This is an optimization exercise on Yosys and OpenROAD, whose aim is small area, a short achievable clock period and few clock cycles per item, not a production implementation.
Only simulation tests tie the RTL to the original design; equivalence was not proved.
Power and IR drop assume default switching activity.

## flow/design.v (module list and top-level ports; edited modules follow where they fit)
// module matrix_inverse_gj: 771 lines
module matrix_inverse_gj #(
    parameter int N    = 5,
    parameter int W    = 16,
    parameter int FRAC = 8
) (
    input  logic         clk,
    input  logic         reset,
    input  logic         in_valid,
    output logic         in_ready,
    input  logic [W-1:0] in_data,
    output logic         out_valid,
    input  logic         out_ready,
    output logic [W-1:0] out_data,
    output logic         out_last,
    output logic         busy,
    output logic         singular
);
  // ...
==> flow/flow/run.sh <==
#!/bin/bash
set -euo pipefail
bash standard.sh 'BUFFER_PORTS_ARGS=-buffer_cell sky130_fd_sc_hd__buf_4' \
    SETUP_SLACK_MARGIN=14.8 finish > flow_make.log 2>&1
==> flow/standard.sh <==
#!/bin/bash
# synth_recipe.tcl (not shown) runs the flow's synth.tcl, then flattens the netlist and writes it again
# the make line also repeats each setting of config.mk as NAME=value (left out here)
make -C /OpenROAD-flow-scripts/flow DESIGN_CONFIG=/design/flow/config.mk WORK_HOME=/design/flow/orfs CLKGATE_MAP_FILE= SYNTH_SCRIPT=/design/flow/synth_recipe.tcl "${@:-finish}"
==> flow/config.mk <==
export PLATFORM = sky130hd
export DESIGN_NAME = matrix_inverse_gj
export DESIGN_NICKNAME = matrix_inverse_gj
export VERILOG_FILES = /design/flow/design.v
export SDC_FILE = /design/flow/constraint.sdc
export NUM_CORES = 4
export LEC_CHECK = 0
export ABC_AREA = 1
export CAP_MARGIN = 20
export CORE_MARGIN = 2
export CORE_UTILIZATION = 40
export PLACE_DENSITY = 0.55
export SLEW_MARGIN = 20
==> flow/constraint.sdc <==
create_clock -name core_clock -period 20.0 [get_ports {clk}]
set_input_delay 4.0000 -clock core_clock [delete_from_list [all_inputs] [get_ports {clk}]]
set_output_delay 4.0000 -clock core_clock [all_outputs]
set_load 0.01 [all_outputs]
==> run summary, run 1 <==
- The highest layer touched by signal routing is met5.
- The starting density of the core is about 40%.
- The transition time at the pin with the least slew margin is ~1.2 ns.
- The mean cell area of the mapped netlist is about 8.2 µm².
- The flow ran to the end and the layout has no timing, DRC or antenna violations.
- The post-synthesis to final-layout area growth is 13.25%.
- The count of maximum capacitance violations is 0.
- The clock-cell share of area is under 10%.
- The library cell with the highest instance count after synthesis is sky130_fd_sc_hd__nand2_1.
- The worst pin sits at a relative slew slack of ~22%.
- Per report_power, the clock group accounts for around a quarter of the total.
- The shortest period the worst path allows is between 5 and 6 ns.
- The global routing stage identified its most utilized layer as met2.
- During synthesis, Yosys emitted a total of 7 warnings.
- Global routing consumed, on the met1 layer, a little over a third of the routing resources.
- The setup check on the worst reg-to-reg path leaves a slack of approximately 15 ns.
- For the worst-skew pair, the clock arrives at the later sink with an insertion delay of between 0.6 and 0.7 ns.
- The share of post-route cells with drive strength above 1 is around 8.2%.
- The power in combinational cells is around 2.6 mW.
- Measured along the y axis, the die boundary spans 304.8 µm.
- The required time reported for the critical path endpoint is approximately 16 ns.
- The combinational group share of total power is roughly 45%.
- Row generation in the floorplan step produced 110 rows.
- The initial antenna violation count came to 8.
- Buffers added to address setup during post-CTS repair amount to 13.
- The floorplan step set the die width to roughly 300 µm.
- At the end of the flow the core is filled with cells to ~46%.
- Yosys mapped a number of flops with a built-in enable equal to slightly above 90.
- The critical path goes through buf_6.
- Once layout is done, the placed cells without fillers occupy roughly 0.041 mm².
- Overall power consumption after layout is estimated at slightly below 6 mW.
- Of all nets on the critical path, the largest fanout is 1.
- Of the total synthesized cell area, the portion taken by full adders, half adders and majority gates is a little over an eighth.
- For this block, the initial DRC count from the detailed router was between 2000 and 3000.
- No sink is reached through more buffers than the 3 on the longest clock path.
- The number of max-slew violations in the final report was 0.
- The synthesized netlist devotes a little over an eighth of its cell area to compound gates.
- There are approximately 680 flip-flops and latches.
- The share of async-settable or async-resettable flops after synthesis is 0%.
- In this run the count of I/O pins placed on the die edge is 41.
- The end of the worst hold path is q3[2][2].
- The average routed wire per standard cell is roughly 21 µm.
- The met3 global-route usage is 3.067%.
Testbench counts, summed over its fixed seeds: cycles 10,166, matrices 64.
==> inputs of run 2 (changes only) <==
--- a/flow/design.v
+++ b/flow/design.v
@@ -16,29 +16,29 @@
     output logic         busy,
     output logic         singular
 );
     logic [15:0] q0 [5], q1 [5], q2 [5], q3 [5], q4 [5];   
     logic        reset_r;
     logic [2:0]  ph;                   
     logic        st_load;              
     logic        r_in_ready, r_busy, r_out_valid, r_out_last, r_singular;
-    logic [15:0] r_out_data;
+    logic [15:0] r_out_data, r_out_n;   
     logic        sflag, fin_r;
     logic [2:0]  lr, lc;               
     logic        ldc;                  
     logic [2:0]  lrow [5];             
     logic [4:0]  pmask;                
     logic [15:0] pmax;                 
     logic [2:0]  plog;                 
     logic        psign;                
     logic        dbusy;
     logic [3:0]  dcnt;                 
     logic [15:0] drem;
-    logic [16:0] dq;
+    logic [14:0] dq;                   
     logic        go;                   
     logic        gnorm, gcand;
     logic [2:0]  gl;                   
     logic [2:0]  rsel, psel;           
     logic [2:0]  tins;                 
     logic [2:0]  cur;                  
     logic [2:0]  ks;                   
     logic [2:0]  pm;                   
@@ -75,17 +75,17 @@
     end
     logic [15:0] xsel;
     always_comb begin
         if (ph < tins)       xsel = rpos1;
         else if (ph == tins) xsel = gnorm ? 16'd256 : 16'd0;
         else                 xsel = rpos0;
     end
     logic [15:0] qsat, recip;
-    assign qsat  = (dq > 17'd32767) ? 16'd32767 : dq[15:0];
+    assign qsat  = {1'b0, dq};         
     assign recip = psign ? (16'd0 - qsat) : qsat;
     logic [16:0] ax;
     logic [7:0]  bo, bt, bn;
     logic [31:0] mb_cs0, mb_cs1;
     logic [8:0]  mb_lo;
     assign ax = {a1[15], a1};
     always_comb
         for (int i = 0; i < 8; i++) begin
@@ -615,17 +615,18 @@
         row1 <= rsel;
         l1   <= gl;
         cs_s  <= mb_cs0[31:8];
         cs_c  <= mb_cs1[31:8];
         cs_ci <= mb_lo[8];
         x2    <= x1;
         row2  <= row1;
         l2    <= l1;
-        r_out_data <= (opos2 & {16{o_take}}) | (r_out_data & {16{~o_take}});
+        r_out_n    <= o_take ? ~opos2 : r_out_n;
+        r_out_data <= o_take ? opos2 : ~r_out_n;
         r_out_last <= (o_take & (io == 3'd4) & (jo == 3'd4)) | (r_out_last & ~o_take);
         if (accept && lc == 3'd0) begin vrow <= lr;   vl <= lr; end
         else if (k2)              begin vrow <= row2; vl <= l2; end
     end
     logic init;
     assign init = reset_r | fin_r | sflag;
     always_ff @(posedge clk) begin
         logic rdy_n;
@@ -648,26 +649,26 @@
         vv <= k2;
         if (cwin) begin
             pmax  <= cabs;
             plog  <= clog;
             psign <= cval[15];
             drem  <= crem;
             dcnt  <= 4'(5'd17 - {1'b0, cmsb});   
             dbusy <= (cabs > 16'd2);
-            dq    <= (cabs > 16'd2) ? 17'd0 : 17'd32767;
+            dq    <= (cabs > 16'd2) ? 15'd0 : 15'h7fff;
         end else if (dbusy) begin
             if (dcnt == 4'd1) begin
                 drem  <= nrem;
-                dq    <= {dq[15:0], nbit};
+                dq    <= {dq[13:0], nbit};
                 dcnt  <= '0;
                 dbusy <= 1'b0;
             end else begin
                 drem <= nrem2;
-                dq   <= {dq[14:0], nbit, nbit2};
+                dq   <= {dq[12:0], nbit, nbit2};
                 dcnt <= dcnt - 4'd2;
                 if (dcnt == 4'd2) dbusy <= 1'b0;
             end
         end
         v1 <= go;
         n1 <= gnorm;
         k1 <= go && gcand && (ph == 3'd0);
         v2 <= v1; n2 <= n1; k2 <= k1;
==> flow/flow/run.sh (replaced) <==
#!/bin/bash
set -euo pipefail
bash standard.sh 'BUFFER_PORTS_ARGS=-buffer_cell sky130_fd_sc_hd__buf_4' \
    SETUP_SLACK_MARGIN=14.9 finish > flow_make.log 2>&1
==> run summary, run 2 <==
- The number of enable-type register cells in the synthesized netlist was 90 (-2.2%).
- The starting density of the core was 40.39% (+0.11 points).
- The area share of the leading cell type in the synthesized netlist is 33.43%.
- The routed layout has between 30000 and 40000 vias.
- The main flop type after synthesis is sky130_fd_sc_hd__dfxtp_1.
- The HPWL after detailed placement is 86.98 mm.
- After the flow finishes, the layout carries non-filler instances totaling 5698.
- The count of nets left with antenna violations once routing finished came out at 0.
- The peak ir drop on the vdd network is between 0.15 and 0.2 mV.
- Walking the worst path, the cells encountered are buf_6.
- The average routed wire per standard cell is 20.89 µm (+1.0%).
- Once placement completed, the tool counted placed cells totaling 5530.
- Summed over all layers, the global routing overflow is 0.
- The tree is rooted in a sky130_fd_sc_hd__clkbuf_16.
- The count of maximum capacitance violations is 0 (unchanged).
- The number of max-slew violations in the final report is 0 (unchanged).
- The required time reported for the critical path endpoint is 16.00 ns (about the same).
- Setup repair after global routing could not meet its margin everywhere.
- Sorting the synthesized cells by how often they occur yields sky130_fd_sc_hd__nand2_1, sky130_fd_sc_hd__dfxtp_1, sky130_fd_sc_hd__inv_1.
- In the post-synthesis netlist, the cell with the most instances is sky130_fd_sc_hd__nand2_1.
- The met3 global-route usage is 3.543% (+0.48 points).
- By area the synthesized netlist is led by sky130_fd_sc_hd__dfxtp_1, sky130_fd_sc_hd__nand2_1, sky130_fd_sc_hd__edfxtp_1.
- Global routing consumed, over all layers together, 25.13% of the routing resources.
- The post-synthesis to final-layout area growth is 13.20% (about the same).
- The clock net in this run drives a total of 698 sinks.
- Leaving out fill and tap cells, the most frequent cells in the layout are sky130_fd_sc_hd__nand2_1, sky130_fd_sc_hd__inv_1, sky130_fd_sc_hd__dfxtp_1.
- The number of clock buffers inserted by TritonCTS is between 70 and 80.
- The length of the first detailed-routing pass in iterations is 6.
- Setup violations remaining at the end of the flow were counted as 0.
- The post-synthesis register bit count is between 600 and 700.
- The maximum cell stage delay along the critical path is 0.33 ns.
- The met1 track demand over resource in global routing is 34.48% (-0.78 points).
- The met2 global-route usage is about two fifths.
- The share of the yosys chip area belonging to registers is ~40%.
- The final routed wirelength across all metal layers is 119.1 mm.
- The count of cell types in the netlist is between 70 and 80.
- sky130_fd_sc_hd__dfxtp_1 takes more of the synthesized area than any other cell.
- The pin count of the biggest net entering global routing is 53.
- The count of antenna diodes in the layout is 0.
- The total power density per cell area is approximately 140 mW/mm².
- The startpoint class of the critical path is a register.
- The filler cells instantiated in the layout total about 9000.
- The layer flagged by global routing as most heavily used is met2.
- The shortest period the worst path allows is 5.079 ns (-0.2220 ns).
- After detailed routing, the number of vias per cell comes to roughly 5.3.
- The area of the mapped netlist is approximately 0.036 mm².
- The count of unresolved DRC violations after routing is 0.
- In the final timing run, aggregate negative setup slack is 0 ns.
- For this design, the slowest cell found on the critical path is sky130_fd_sc_hd__dfxtp_2.
- The type of the setup path with the least slack is register to output port.
- The total buffers and inverters traversed by the critical path is 1.
- The number of nets in the synthesized netlist is 4751.
- The number of hold violations in the final report was 0.
- The count of pins on the block boundary is 41 (unchanged).
- The maximum number of buffers from clock root to sink was 3 (unchanged).
- The DRC marker count from the first detailed-route iteration is 2559 (-5.4%).
- The H-tree level count is 3.
- The capturing element type of the critical path is an output port.
- Across the routed clock network, the largest skew measured is approximately 0.042 ns.
- The share of post-route cells with drive strength above 1 is 8.359% (+0.15 points).
- After floorplanning, the core was sized to cover 0.09015 mm².
- The share of async-settable or async-resettable flops after synthesis is 0% (unchanged).
- The number of global-route vias before repair is between 20000 and 30000.
- The slack of the worst reg-to-reg path is 15.17 ns (+0.09 ns).
- The worst endpoint data arrival time is 1.08 ns.
- The number of nets in the layout is about 4800.
- Synthesis produced 4414 cells.
- The floorplan step defined a die boundary enclosing between 0.09 and 0.1 mm².
- The vertical die dimension came to 305.7 µm (+0.29%).
- The clock-pin slew reported for the worst setup and hold paths after clock tree synthesis is 0.06 ns.
- The maximum fanout encountered on the critical timing path was 3 (+2).
- For this design, the CTS-stage hold fixing added 0 buffers.
- The run finished with no timing, DRC or antenna violations.
- The row count is 110 (unchanged).
- The initial antenna violation count is 6 (-2).
- The TritonCTS clock tree is done.
- The leakage dissipation is 18.36 nW.
- The transition time at the pin with the least slew margin is 1.212 ns (+0.05422 ns).
- The number of warning messages in the yosys log came to 7 (unchanged).
- The clock network latency to the later pin of the worst-skew pair is 0.65 ns (about the same).
- On the critical path the largest part of the delay comes from flip-flops.
- The type of the tightest min-delay check is register to register.
- The first-pass GRT wire length is between 150 and 200 mm.
- The most frequent standard cell in the layout excluding fill and tap cells is sky130_fd_sc_hd__nand2_1.
- After layout, the worst path uses between 20 and 30% of the clock period.
- Port buffering added 40 buffers.
- The normalized max-slew margin is 19.23% (-3.1 points).
- The horizontal extent of the die is 305.7 µm (+0.29%).
- The mean cell area of the mapped netlist is 8.249 µm² (+0.86%).
- Derived from the worst setup path, the maximum achievable clock frequency is 196.9 MHz.
- At the end of routability-driven placement, the weighted congestion stood at 0.9679.
-- run 2: layer usage --
metal  part of all wire, %  wire (µm)
met1                    45      53170
met2                    45      53740
met3                   6.6       7854
met4                   3.5       4216
met5                 0.061         73
-- run 2: path summary, 6_finish.rpt --
check / startpoint / to / depth (start not counted)
hold / removal: q4[0][13] / q3[0][13] / 0
setup / recovery: r_out_valid / out_valid / 1
setup reg to reg: cs_ci / q2[4][6] / 23
hold reg to reg: q4[0][13] / q3[0][13] / 0
-- run 2: power by group --
part           internal, mW  total [mW]  switching, mW
clock network         0.845        1.46          0.615
registers              1.60        1.71          0.107
logic                 0.884        2.66           1.78
total                  3.33        5.83           2.50
-- run 2: layout make-up --
type                       instances  area (µm²)  share of cell area, %
clock inverter                    32       420.4                  1.020
tap                             1176        1471                  3.570
clock buffer                     104        2222                  5.391
inverter                         629        2399                  5.819
multi-input combinational       2947       18880                  45.80
timing repair inverter             2       12.51                0.03036
sequential                       698       14890                  36.13
timing repair buffer             110       924.6                  2.243
-- run 2: timing repair --
action,CTS,global route
setup buffers,19,10
pin swaps,3,5
endpoints found under the setup margin,172,144
gates cloned,3,0
gates resized for setup,53,36
-- run 2: per-stage QoR --
step | utilization (%) | setup slack [ns] | power (mW) | hold WS, ns | cell area, µm²
global route | 45.72 | 14.83 | 6.238 | 0.3064 | 41220
detailed placement | 42.15 | 12.67 | 4.317 | 0.3121 | 38000
floorplan | - | 14.90 | 3.538 | 0.3096 | 36410
CTS | 45.49 | 14.89 | 5.811 | 0.2805 | 41000
finish | 45.72 | 14.92 | 5.835 | 0.2984 | 41220
global placement | 42.15 | 12.73 | 4.330 | 0.3098 | 38000
-- run 2: cell families (layout without fill, tap and decap cells) --
family,after synthesis,count (layout),synth area share (%)
AO/OA/AOI/OAI,862,862,14.32
buffers and inverters,770,877,8.031
XOR/XNOR,218,218,5.306
adder cells (fa/ha/maj),320,320,13.20
AND/OR/NAND/NOR,1519,1520,17.55
flip-flops,698,698,40.85
multiplexers,27,27,0.7423
Testbench counts of run 2, summed over its fixed seeds: cycles 10,166, matrices 64.
==> inputs of run 3 (changes only) <==
--- a/flow/config.mk
+++ b/flow/config.mk
@@ -9,5 +9,7 @@
 export CAP_MARGIN = 20
 export CORE_MARGIN = 2
 export CORE_UTILIZATION = 40
+export CTS_CLUSTER_DIAMETER = 100
+export CTS_CLUSTER_SIZE = 25
 export PLACE_DENSITY = 0.55
 export SLEW_MARGIN = 20
==> run summary, run 3 <==
- The area of the mapped netlist came to 0.03641 mm² (unchanged).
- The total power density per cell area is 131.5 mW/mm² (-7.1%).
- The shortest period the worst path allows came to 5.064 ns (-0.01460 ns).
- The count of input and output buffers is 40 (unchanged).
- The number of hold violations in the final report is 0 (unchanged).
- The row count is 110 (unchanged).
- The post-route clock period utilization is 25.32% (-0.073 points).
- The number of global-route vias before repair is 28550 (-2.5%).
- The number of max-slew violations in the final report is 0 (unchanged).
- The fmax came to 197.5 MHz (+0.29%).
- Sorting the synthesized cells by area gives the leading types as sky130_fd_sc_hd__dfxtp_1, sky130_fd_sc_hd__nand2_1, sky130_fd_sc_hd__edfxtp_1.
- The clock network latency to the later pin of the worst-skew pair is 0.62 ns (-0.03 ns).
- The share of post-route cells with drive strength above 1 was 6.749% (-1.6 points).
- sky130_fd_sc_hd__nand2_1 is the most common cell in the netlist.
- The count of fill cells added during filler insertion was 9089 (+1.8%).
- The number of clock buffers inserted by TritonCTS is 36 (-53%).
- The slowest library cell on the worst path is sky130_fd_sc_hd__dfxtp_2.
- The leakage dissipation is 17.62 nW (-4.1%).
- The peak ir drop on the vdd network came to 0.1849 mV (-1.0%).
- The number of enable-type register cells in the synthesized netlist came to 90 (unchanged).
- The area share of the leading cell type in the synthesized netlist is 33.43% (unchanged).
- The share of the yosys chip area belonging to registers is 40.85% (unchanged).
- The initial antenna violation count is 4 (-2).
- The main flop type after synthesis is sky130_fd_sc_hd__dfxtp_1.
- The normalized max-slew margin is 22.67% (+3.4 points).
- The core region area was 0.09015 mm² (unchanged).
- The average routed wire per standard cell is 20.89 µm (about the same).
- The count of placed standard cells including taps is 5530 (unchanged).
- The detailed-route vias per instance was 5.329 (+0.12%).
- The count of unresolved DRC violations after routing is 0 (unchanged).
- The die footprint is 0.09346 mm² (unchanged).
- The worst endpoint data arrival time is 1.06 ns (-0.02 ns).
- The post-synthesis to final-layout area growth is 8.883%.
- The final instance count without filler cells is 5623 (-1.3%).
- The HPWL after detailed placement came to 86.98 mm (unchanged).
- The DRC marker count from the first detailed-route iteration is 2532 (-1.1%).
- The overall track demand over capacity in global routing is 24.66% (-0.47 points).
- The maximum number of buffers from clock root to sink is 3 (unchanged).
- The setup clock skew after layout is 0.03755 ns (-0.004903 ns).
- The clock-pin slew reported for the worst setup and hold paths after clock tree synthesis is 0.10 ns (+0.04 ns).
- The final antenna-violating net count is 0 (unchanged).
- Ranked by instance count, the synthesized netlist is headed by sky130_fd_sc_hd__nand2_1, sky130_fd_sc_hd__dfxtp_1, sky130_fd_sc_hd__inv_1.
- The global placer's final weighted congestion is 0.9679 (unchanged).
- The starting density of the core was 40.39% (unchanged).
- The number of standard cells after synthesis is 4414 (unchanged).
- The most frequent standard cell in the layout excluding fill and tap cells is sky130_fd_sc_hd__nand2_1.
- The maximum cell stage delay along the critical path came to 0.33 ns (about the same).
- The pin count of the biggest net entering global routing was 53 (unchanged).
- The mean cell area of the mapped netlist was 8.249 µm² (unchanged).
- The H-tree level count is 2 (-1).
- The run finished with no timing, DRC or antenna violations.
- The slack of the worst reg-to-reg path is 15.18 ns (about the same).
- The required time reported for the critical path endpoint is 16.00 ns (about the same).
- The type of the tightest min-delay check is register to register.
- The count of pins on the block boundary was 41 (unchanged).
- The signal on the critical path passes through buf_4.
- The type of the setup path with the least slack is register to output port.
- The final routed wirelength across all metal layers is 117.5 mm (-1.3%).
- The TritonCTS clock tree is done.
- The global route total overflow was 0 (unchanged).
- The number of nets in the synthesized netlist was 4751 (unchanged).
- The sum of internal, switching and leakage power is 5.214 mW (-11%).
- The length of the first detailed-routing pass in iterations is 6 (unchanged).
- The share of async-settable or async-resettable flops after synthesis is 0% (unchanged).
- The capturing element type of the critical path is an output port.
- The sum of negative setup slack was 0 ns (unchanged).
- The count of cell types in the netlist is 72 (unchanged).
- The top cell type by total area after synthesis is sky130_fd_sc_hd__dfxtp_1.
- The transition time at the pin with the least slew margin is 1.151 ns (-0.06052 ns).
- The worst setup path is launched from a register.
- The total vias in the final route is 29970 (-1.2%).
- The count of maximum capacitance violations is 0 (unchanged).
- The horizontal extent of the die is 305.7 µm (unchanged).
- The final-report setup violation count was 0 (unchanged).
- The vertical die dimension came to 305.7 µm (unchanged).
- The number of nets in the layout is 4765 (-0.75%).
- The sink count of the clock tree came to 698 (unchanged).
- The first-pass GRT wire length is 176.7 mm (-1.8%).
- The hold buffer count at CTS is 0 (unchanged).
- The number of warning messages in the yosys log is 7 (unchanged).
- Leaving out fill and tap cells, the most frequent cells in the layout are sky130_fd_sc_hd__nand2_1, sky130_fd_sc_hd__dfxtp_1, sky130_fd_sc_hd__inv_1.
- The cell family with the largest share of critical-path delay is flip-flops.
- The tree is rooted in a sky130_fd_sc_hd__clkbuf_16.
- The maximum fanout encountered on the critical timing path is 2 (-1).
- Setup repair after global routing could not meet its margin everywhere.
- The post-synthesis register bit count came to 698 (unchanged).
- The total buffers and inverters traversed by the critical path is 1 (unchanged).
[run 3: changes by cell type in the layout (fill, tap and decap cells not counted), moves of 3 or more]
cell,change
sky130_fd_sc_hd__buf_4,+14
sky130_fd_sc_hd__clkbuf_16,-43
sky130_fd_sc_hd__buf_6,-9
sky130_fd_sc_hd__clkinv_2,-12
sky130_fd_sc_hd__inv_4,+3
sky130_fd_sc_hd__dfxtp_2,-7
sky130_fd_sc_hd__clkbuf_1,-4
sky130_fd_sc_hd__clkinvlp_4,-4
sky130_fd_sc_hd__clkinv_16,-4
sky130_fd_sc_hd__bufinv_16,-4
sky130_fd_sc_hd__dfxtp_1,+7
sky130_fd_sc_hd__clkbuf_8,-13
[run 3: kinds of logic (layout without fill, tap and decap cells)]
family	Yosys count	after routing	synth area share [%]
flops	698	698	40.85
simple gates	1519	1520	17.55
compound gates	862	862	14.32
other cells	0	2	0
mux	27	27	0.7423
xor+xnor	218	218	5.306
buf+inv	770	800	8.031
fa+ha+maj	320	320	13.20
[run 3: routing by layer]
layer / GRT usage [%] / up-vias / part of all wire [%]
met5: 0 / - / 0.023
met4: 7.240 / 4 / 3.1
met2: 40.19 / 967 / 45
met1: 34.38 / 14200 / 46
met3: 2.794 / 196 / 5.9
li1: - / 14600 / -
[run 3: timing repair]
action | CTS | global route
setup buffers | 18 | 15
setup endpoints to repair | 164 | 134
gates cloned | 2 | 1
pin swaps | 2 | 5
gates resized for setup | 35 | 38
[run 3: worst paths after layout]
check	start	to	depth (start not counted)
worst max register to register	cs_s[0]	q2[4][6]	23
worst min register to register	q4[1][1]	q3[1][1]	0
worst max-delay path	r_out_last	out_last	1
worst min-delay path	q4[1][1]	q3[1][1]	0
[run 3: area by class of cell]
class	instances	area (µm²)	share of cell area, %
Multi-Input combinational cell	2947	18880	47.63
Tap cell	1176	1471	3.712
Clock buffer	44	952.2	2.402
Clock inverter	11	133.9	0.3377
Inverter	629	2395	6.041
Timing Repair inverter	2	12.51	0.03156
Sequential cell	698	14880	37.54
Timing Repair Buffer	114	908.4	2.291
Antenna cell	2	5.005	0.01262
[run 3: report_power, final]
group,total (mW),switching (mW),internal (mW)
sequential,1.71,0.108,1.60
clock,0.845,0.490,0.355
combinational,2.66,1.78,0.885
total,5.21,2.37,2.84
[run 3: stage by stage]
stage / hold slack, ns / cell area (µm²) / util, % / setup slack (ns)
detailed placement: 0.3121 / 38000 / 42.15 / 12.67
global route: 0.3382 / 39640 / 43.97 / 14.85
CTS: 0.3264 / 39370 / 43.68 / 14.84
finish: 0.3187 / 39640 / 43.98 / 14.94
floorplan: 0.3096 / 36410 / - / 14.90
global placement: 0.3098 / 38000 / 42.15 / 12.73
==> inputs of run 4 (changes only) <==
--- a/flow/config.mk
+++ b/flow/config.mk
@@ -9,7 +9,7 @@
 export CAP_MARGIN = 20
 export CORE_MARGIN = 2
 export CORE_UTILIZATION = 40
-export CTS_CLUSTER_DIAMETER = 100
-export CTS_CLUSTER_SIZE = 25
+export CTS_CLUSTER_DIAMETER = 80
+export CTS_CLUSTER_SIZE = 20
 export PLACE_DENSITY = 0.55
 export SLEW_MARGIN = 20
==> run summary, run 4 <==
- The hold buffer count at CTS is 0 (unchanged).
- The most common cell in the synthesized netlist is sky130_fd_sc_hd__nand2_1.
- The number of nets in the synthesized netlist is 4751 (unchanged).
- The maximum fanout encountered on the critical timing path is 1 (-1).
- The cell area after layout is 0.04000 mm² (+0.91%).
- The depth of the worst register-to-register path is 18 (-22%).
- The shortest period the worst path allows is 5.080 ns (+0.01560 ns).
- The worst endpoint data arrival time was 1.08 ns (+0.02 ns).
- The number of global-route vias before repair is 28710 (+0.55%).
- The core region area is 0.09015 mm² (unchanged).
- The clock-pin slew reported for the worst setup and hold paths after clock tree synthesis came to 0.08 ns (-0.02 ns).
- The post-synthesis register bit count is 698 (unchanged).
- For hold timing, the worst endpoint is q3[2][6].
- STA classifies the critical path startpoint as a register.
- The reg-to-reg critical path endpoint is dq[2].
- The mean cell area of the mapped netlist is 8.249 µm² (unchanged).
- The sink count of the clock tree is 698 (unchanged).
- The share of post-route cells with drive strength above 1 is 7.180% (+0.43 points).
- The peak ir drop on the vdd network is 0.1876 mV (+1.5%).
- TritonCTS built the clock tree.
- The internal power component is 2.932 mW (+3.2%).
- The normalized max-slew margin came to 23.15% (+0.48 points).
- The count of input and output buffers came to 40 (unchanged).
- The HPWL after detailed placement is 86.98 mm (unchanged).
- The final antenna-violating net count is 0 (unchanged).
- The pin count of the biggest net entering global routing is 53 (unchanged).
- The global placer's final weighted congestion is 0.9679 (unchanged).
- The first element of the critical path is r_out_data[4].
- The row count is 110 (unchanged).
- The library cells used most frequently in the layout, excluding fill and tap cells, are sky130_fd_sc_hd__nand2_1, sky130_fd_sc_hd__inv_1, sky130_fd_sc_hd__dfxtp_1.
- The count of cell types in the netlist is 72 (unchanged).
- The capturing element type of the critical path is an output port.
- The clock power share is 18.1% (+1.9 points).
- The number of max-slew violations in the final report is 0 (unchanged).
- The critical path is of the register to output port type.
- The signal on the critical path passes through buf_6.
- Leaving out fill and tap cells, the most frequent cell in the layout is sky130_fd_sc_hd__nand2_1.
- Ranked by instance count, the synthesized netlist is headed by sky130_fd_sc_hd__nand2_1, sky130_fd_sc_hd__dfxtp_1, sky130_fd_sc_hd__inv_1.
- The number of enable-type register cells in the synthesized netlist was 90 (unchanged).
- The type of the tightest min-delay check is register to register.
- The first-pass GRT wire length is 177.4 mm (+0.37%).
- The share of async-settable or async-resettable flops after synthesis was 0% (unchanged).
- In this run the most critical hold path is launched from q4[2][6].
- The slack of the worst reg-to-reg path came to 15.16 ns (-0.02 ns).
- The slowest library cell on the worst path is sky130_fd_sc_hd__dfxtp_2.
- The sum of negative setup slack came to 0 ns (unchanged).
- The overall track demand over capacity in global routing is 24.77% (+0.11 points).
- The area share of the leading cell type in the synthesized netlist came to 33.43% (unchanged).
- The required time reported for the critical path endpoint is 16.00 ns (about the same).
- The horizontal extent of the die came to 305.7 µm (unchanged).
- The number of warning messages in the yosys log is 7 (unchanged).
- The average routed wire per standard cell is 20.86 µm (-0.12%).
- The DRC marker count from the first detailed-route iteration is 2741 (+8.3%).
- The transition time at the pin with the least slew margin came to 1.144 ns (-0.007084 ns).
- The sequential fraction of design power is 32.1% (-0.7 points).
- The final-report setup violation count was 0 (unchanged).
- The share of the yosys chip area belonging to registers is 40.85% (unchanged).
- The H-tree level count is 2 (unchanged).
- The length of the first detailed-routing pass in iterations was 6 (unchanged).
- The initial antenna violation count is 1 (-3).
- The count of pins on the block boundary was 41 (unchanged).
- The detailed-route vias per instance is 5.323 (-0.11%).
- The clock network latency to the later pin of the worst-skew pair came to 0.64 ns (+0.02 ns).
- The count of maximum capacitance violations is 0 (unchanged).
- The die footprint came to 0.09346 mm² (unchanged).
- The main flop type after synthesis is sky130_fd_sc_hd__dfxtp_1.
- The global route total overflow is 0 (unchanged).
- The leakage dissipation was 17.76 nW (+0.78%).
- The area after detailed placement is 0.03800 mm² (unchanged).
- Setup repair after global routing could not meet its margin everywhere.
- Of all cell types, the one taking the most synthesized area is sky130_fd_sc_hd__dfxtp_1.
- The post-route clock period utilization is 25.40% (+0.078 points).
- The total buffers and inverters traversed by the critical path was 1 (unchanged).
- The number of cells on the worst hold path is 0 (unchanged).
- The reg-to-reg critical path startpoint is vrow[0].
- The final instance count without filler cells came to 5634 (+0.20%).
- The vertical die dimension is 305.7 µm (unchanged).
- The maximum cell stage delay along the critical path is 0.33 ns (about the same).
- The net switching share of the total power is 44.98% (-0.53 points).
- The cell family contributing the most delay on the critical path is flip-flops.
- The total power density per cell area is 133.2 mW/mm² (+1.3%).
- The starting density of the core is 40.39% (unchanged).
- The tree is rooted in a sky130_fd_sc_hd__clkbuf_16.
- The setup clock skew after layout is 0.05886 ns (+0.02131 ns).
- The total vias in the final route came to 29990 (+0.083%).
- The maximum number of buffers from clock root to sink was 3 (unchanged).
- The count of cell instances traversed by the critical path was 1 (unchanged).
- The net switching component of the power came to 2.397 mW (+1.0%).
- Sorting the synthesized cells by area gives the leading types as sky130_fd_sc_hd__dfxtp_1, sky130_fd_sc_hd__nand2_1, sky130_fd_sc_hd__edfxtp_1.
- Relative to the synthesized area, the layout overhead comes to 9.870%.
- The count of placed standard cells including taps came to 5530 (unchanged).
- The area of the mapped netlist is 0.03641 mm² (unchanged).
- The count of unresolved DRC violations after routing was 0 (unchanged).
- The number of clock buffers inserted by TritonCTS was 46 (+28%).
- The sum of internal, switching and leakage power is 5.330 mW (+2.2%).
- The number of standard cells after synthesis is 4414 (unchanged).
- The final routed wirelength across all metal layers was 117.5 mm (about the same).
- The number of nets in the layout was 4771 (+0.13%).
- The flow ran to the end and the layout has no timing, DRC or antenna violations.
- The number of hold violations in the final report came to 0 (unchanged).
- The fmax is 196.8 MHz (-0.31%).
- The combinational group share of total power was 49.9% (-1.1 points).
==> run 4: cell counts after synthesis <==
No cell type changed its count.
==> run 4: how the worst max path moves through the flow <==
stage | end | slack [ns]
finish | out_data[4] | 14.92
detailed placement | q2[2][7] | 12.67
global placement | q2[2][11] | 12.73
CTS | out_data[13] | 14.89
global route | drem[14] | 14.85
floorplan | q2[0][10] | 14.90
==> run 4: power groups by stage <==
stage | clock, mW | combinational (mW) | sequential (mW)
2_1_floorplan | 0 | 1.85 | 1.69
3_3_place_gp | 0 | 2.59 | 1.74
3_5_place_dp | 0 | 2.58 | 1.74
4_1_cts | 0.984 | 2.62 | 1.71
5_1_grt | 1.04 | 2.97 | 1.72
6_report | 0.962 | 2.66 | 1.71
==> run 4: layer usage <==
metal	vias up	routed length [µm]	part of all wire [%]	global-route usage, %
met5	-	0	0	0
met4	0	3885	3.3	7.939
met3	191	7495	6.4	2.690
met2	975	53300	45	40.28
met1	14200	52870	45	34.44
li1	14620	-	-	-
==> run 4: logic make-up after synthesis <==
kind of cell             synth area share (%)
AO/OA/AOI/OAI                           14.32
flip-flops                              40.85
adder cells (fa/ha/maj)                 13.20
buffers and inverters                   8.031
AND/OR/NAND/NOR                         17.55
multiplexers                           0.7423
XOR/XNOR                                5.306
==> run 4: stage by stage <==
stage               worst slack, ns  utilization (%)  hold WS (ns)
floorplan                     14.90                -        0.3096
global placement              12.73            42.15        0.3098
detailed placement            12.67            42.15        0.3121
CTS                           14.89            44.09        0.3048
global route                  14.85            44.37        0.3256
finish                        14.92            44.37        0.3106
==> run 4: final cells by class <==
| class | instances | area (µm²) |
|---|---|---|
| Fill cell | 9049 | 50150 |
| Timing Repair inverter | 2 | 12.51 |
| Timing Repair Buffer | 110 | 935.9 |
| Clock inverter | 15 | 195.2 |
| Antenna cell | 1 | 2.502 |
| Inverter | 629 | 2395 |
| Clock buffer | 56 | 1210 |
| Tap cell | 1176 | 1471 |
| Sequential cell | 698 | 14900 |
| Multi-Input combinational cell | 2947 | 18890 |
==> run 4: timing repair <==
| action | in CTS | in global routing |
|---|---|---|
| gates resized for setup | 60 | 35 |
| setup endpoints to repair | 176 | 147 |
| cloned | 2 | 1 |
| buffers inserted | 17 | 12 |
| pin swaps | 2 | 6 |

[what the ideal ports hide]
The results above use ideal ports. As a check the final layouts listed here were re-extracted and re-timed, cells and wires unchanged. Step 1 sets driving cells, clkbuf_16 on the clock port and buf_2 on the other inputs (assumed; they add their load-dependent delay and slew). Step 2 moves the port delays by t, midway between the first and last clock arrival at a register: inputs arrive t later, outputs are due t later. That takes back most of the time a late clock gives input paths. Three values: ideal, step 1, step 2; two values: the first two.
| run | shift t [ns] | setup slack, ns | worst slew at a driven data input, ns | cell pins on the clock port's net |
|---|---|---|---|---|
| run 1 | 0.691 | 14.699 / 14.636 / 14.276 | 0.05 | 1 |
| run 2 | 0.685 | 14.921 / 14.860 / 14.376 | 0.07 | 1 |
| run 3 | 0.660 | 14.936 / 14.872 / 14.390 | 0.07 | 1 |
| run 4 | 0.673 | 14.920 / 14.859 / 14.460 | 0.07 | 1 |
After both steps every run listed still meets setup and hold. The setup slack of run 3, which loses most, moves by -0.064 ns with the drivers and by -0.546 ns with both steps.
